Source: an optimization exercise on an open RTL-to-GDS flow (aim: small area). Production flows keep margins and buffers that such runs may drop.
In this exercise RTL edits were held to simulation tests only and were not proved equivalent to the original.

Setup of fjord:
// ho2mx_rx_splitter
module ho2mx_rx_splitter #(
    parameter int DATA_W = 512,
    parameter int USER_W = 10,
    parameter int CNT_W  = 32
) (
    input  logic                  clk,
    input  logic                  rst,
    input  logic                  in_tvalid,
    output logic                  in_tready,
    input  logic [DATA_W-1:0]     in_tdata,
    input  logic [DATA_W/8-1:0]   in_tkeep,
    input  logic                  in_tlast,
    input  logic [USER_W-1:0]     in_tuser_vendor,
    output logic                  req_tvalid,
    input  logic                  req_tready,
    output logic [DATA_W-1:0]     req_tdata,
    output logic [DATA_W/8-1:0]   req_tkeep,
    output logic                  req_tlast,
    output logic [USER_W-1:0]     req_tuser_vendor,
    output logic                  cpl_tvalid,
    input  logic                  cpl_tready,
    output logic [DATA_W-1:0]     cpl_tdata,
    output logic [DATA_W/8-1:0]   cpl_tkeep,
    output logic                  cpl_tlast,
    output logic [USER_W-1:0]     cpl_tuser_vendor,
    output logic [CNT_W-1:0]      req_pkt_cnt,
    output logic [CNT_W-1:0]      cpl_pkt_cnt
);
Size: about 6200 cells after synthesis, ~2400 flip-flops, about 1800 I/O pins, roughly 0.077 mm² of cells after synthesis.
==> flow/config.mk <==
export PLATFORM = sky130hd
export DESIGN_NAME = ho2mx_rx_splitter
export DESIGN_NICKNAME = ho2mx_rx_splitter
export VERILOG_FILES = /design/flow/design.v
export SDC_FILE = /design/flow/constraint.sdc
export NUM_CORES = 4
export LEC_CHECK = 0
export CAP_MARGIN = 20
export CORE_AREA = 5 5 675 675
export DIE_AREA = 0 0 680 680
export SLEW_MARGIN = 20
export SYNTH_HIERARCHICAL = 1
export SYNTH_MINIMUM_KEEP_SIZE = 0
==> flow/constraint.sdc <==
create_clock -name core_clock -period 5.0 [get_ports {clk}]
set_input_delay 1.0000 -clock core_clock [delete_from_list [all_inputs] [get_ports {clk}]]
set_output_delay 1.0000 -clock core_clock [all_outputs]
set_load 0.01 [all_outputs]
standard.sh (not shown) runs the stock make flow with config.mk's settings and CLKGATE_MAP_FILE= SYNTH_SCRIPT=/design/flow/synth_recipe.tcl, a recipe that flattens the netlist after the stock synthesis.
==> flow/flow/run.sh <==
#!/bin/bash
# ORFS layout as standard.sh runs it, with three changes:
#  - synthesis maps logic with an area-oriented ABC script (flow/synth.tcl, flow/area.abc);
#  - ports get sky130_fd_sc_hd__buf_1 buffers;
#  - the clock tree uses small clock buffers and no dummy loads.
set -euo pipefail
HERE=$(pwd)
export AREA_ABC_SCRIPT=$HERE/flow/area.abc
export BUFFER_PORTS_ARGS="-buffer_cell sky130_fd_sc_hd__buf_1"
export CTS_ARGS="-sink_clustering_enable -repair_clock_nets -dont_use_dummy_load -buf_list {sky130_fd_sc_hd__clkbuf_4} -sink_clustering_size 8 -sink_clustering_max_diameter 40"
sed "s#SYNTH_SCRIPT=[^ ]*#SYNTH_SCRIPT=$HERE/flow/synth.tcl#" standard.sh > own_standard.sh
grep -q "SYNTH_SCRIPT=$HERE/flow/synth.tcl" own_standard.sh
bash own_standard.sh > make.log 2>&1
==> flow/flow/area.abc <==
&get -n
&st
&dch
&nf -R 1000
&put
==> flow/flow/synth.tcl <==
# synth_recipe.tcl (the standard synthesis), with ABC's mapping script swapped for an
# area-oriented one (flow/area.abc). Everything else, including the flip-flop mapping, is unchanged.
proc synth {args} { yosys synth -nofsm -noshare {*}$args }
proc use_area_abc {n1 n2 op} {
  upvar #0 abc_args a
  set i [lsearch -exact $a -script]
  if { $i >= 0 && [lindex $a [expr {$i + 1}]] ne $::env(AREA_ABC_SCRIPT) } {
    lset a [expr {$i + 1}] $::env(AREA_ABC_SCRIPT)
  }
}
trace add variable ::abc_args write use_area_abc
source $::env(SCRIPTS_DIR)/synth.tcl
# left out here: clear keep_hierarchy, flatten, clean up, hide names made inside functions, write 1_2_yosys.v
fjord completed every stage of the flow, and the final layout passed the timing, design-rule and antenna checks.
Relative to fjord, the following input files were edited for juniper:
# fjord
export LEC_CHECK = 0
export CAP_MARGIN = 20
export CORE_AREA = 5 5 675 675
export DIE_AREA = 0 0 680 680
export SLEW_MARGIN = 20
export SYNTH_HIERARCHICAL = 1
export SYNTH_MINIMUM_KEEP_SIZE = 0
create_clock -name core_clock -period 5.0 [get_ports {clk}]
# juniper
export LEC_CHECK = 0
export CAP_MARGIN = 20
export CORE_AREA = 5 5 675 675
export DIE_AREA = 0 0 680 680
export PLACE_DENSITY = 0.75
export SLEW_MARGIN = 20
export SYNTH_HIERARCHICAL = 1
export SYNTH_MINIMUM_KEEP_SIZE = 0
create_clock -name core_clock -period 5.0 [get_ports {clk}]
==> flow/flow/run.sh <==
#!/bin/bash
# ORFS layout as standard.sh runs it, with three changes:
#  - synthesis maps logic with an area-oriented ABC script (flow/synth.tcl, flow/area.abc);
#  - ports get sky130_fd_sc_hd__buf_1 buffers;
#  - the clock tree uses clkbuf_8 above clusters of at most 10 registers, each driven by a
#    clkbuf_4, and no dummy loads.
set -euo pipefail
HERE=$(pwd)
export AREA_ABC_SCRIPT=$HERE/flow/area.abc
export BUFFER_PORTS_ARGS="-buffer_cell sky130_fd_sc_hd__buf_1"
export CTS_ARGS="-sink_clustering_enable -repair_clock_nets -dont_use_dummy_load -buf_list {sky130_fd_sc_hd__clkbuf_8} -sink_clustering_buffer sky130_fd_sc_hd__clkbuf_4 -sink_clustering_size 10 -sink_clustering_max_diameter 40"
sed "s#SYNTH_SCRIPT=[^ ]*#SYNTH_SCRIPT=$HERE/flow/synth.tcl#" standard.sh > own_standard.sh
grep -q "SYNTH_SCRIPT=$HERE/flow/synth.tcl" own_standard.sh
bash own_standard.sh > make.log 2>&1
==> results.txt <==
- The global-route track usage on met3 in juniper was higher than what fjord gave.
- Compared with fjord, in juniper post-route clock skew went down, synthesis-to-layout area growth went down by 7.6 points, post-detailed-routing wire length went up 2.2%, wire length per cell after detailed routing went up about 6.5%, placer congestion estimate dropped 1.2%.
- [compare] base=fjord new=juniper: first-iteration DRC count moved up; design area moved down.

## separate check: timing with driven ports
The flow's constraints put no driver on any port. The routed layouts listed below were extracted and timed again, unchanged, in two steps.
Step 1 sets driving cells, clkbuf_16 on the clock port and buf_2 on the other inputs (assumed; they add their load-dependent delay and slew).
Step 2 moves the port delays by t, midway between the first and last clock arrival at a register: inputs arrive t later, outputs are due t later. That takes back most of the time a late clock gives input paths.
a / b / c = no drivers / after step 1 / after step 2; a / b = the first two.
| run | t (ns) | slack for setup (ns) | hold slack, ns | worst setup path at the end | cell pins on the clock port's net |
|---|---|---|---|---|---|
| fjord | 1.448 | 0.700 / 0.599 / 0.599 | 0.297 / 0.223 / 0.343 | input to output | 1 |
| juniper | 1.090 | 0.533 / 0.469 / 0.469 | 0.265 / 0.199 / 0.414 | input to output | 1 |
After both steps setup and hold are still met in every run listed. The setup slack of fjord, which loses most, moves by -0.101 ns with the drivers and by -0.101 ns with both steps.
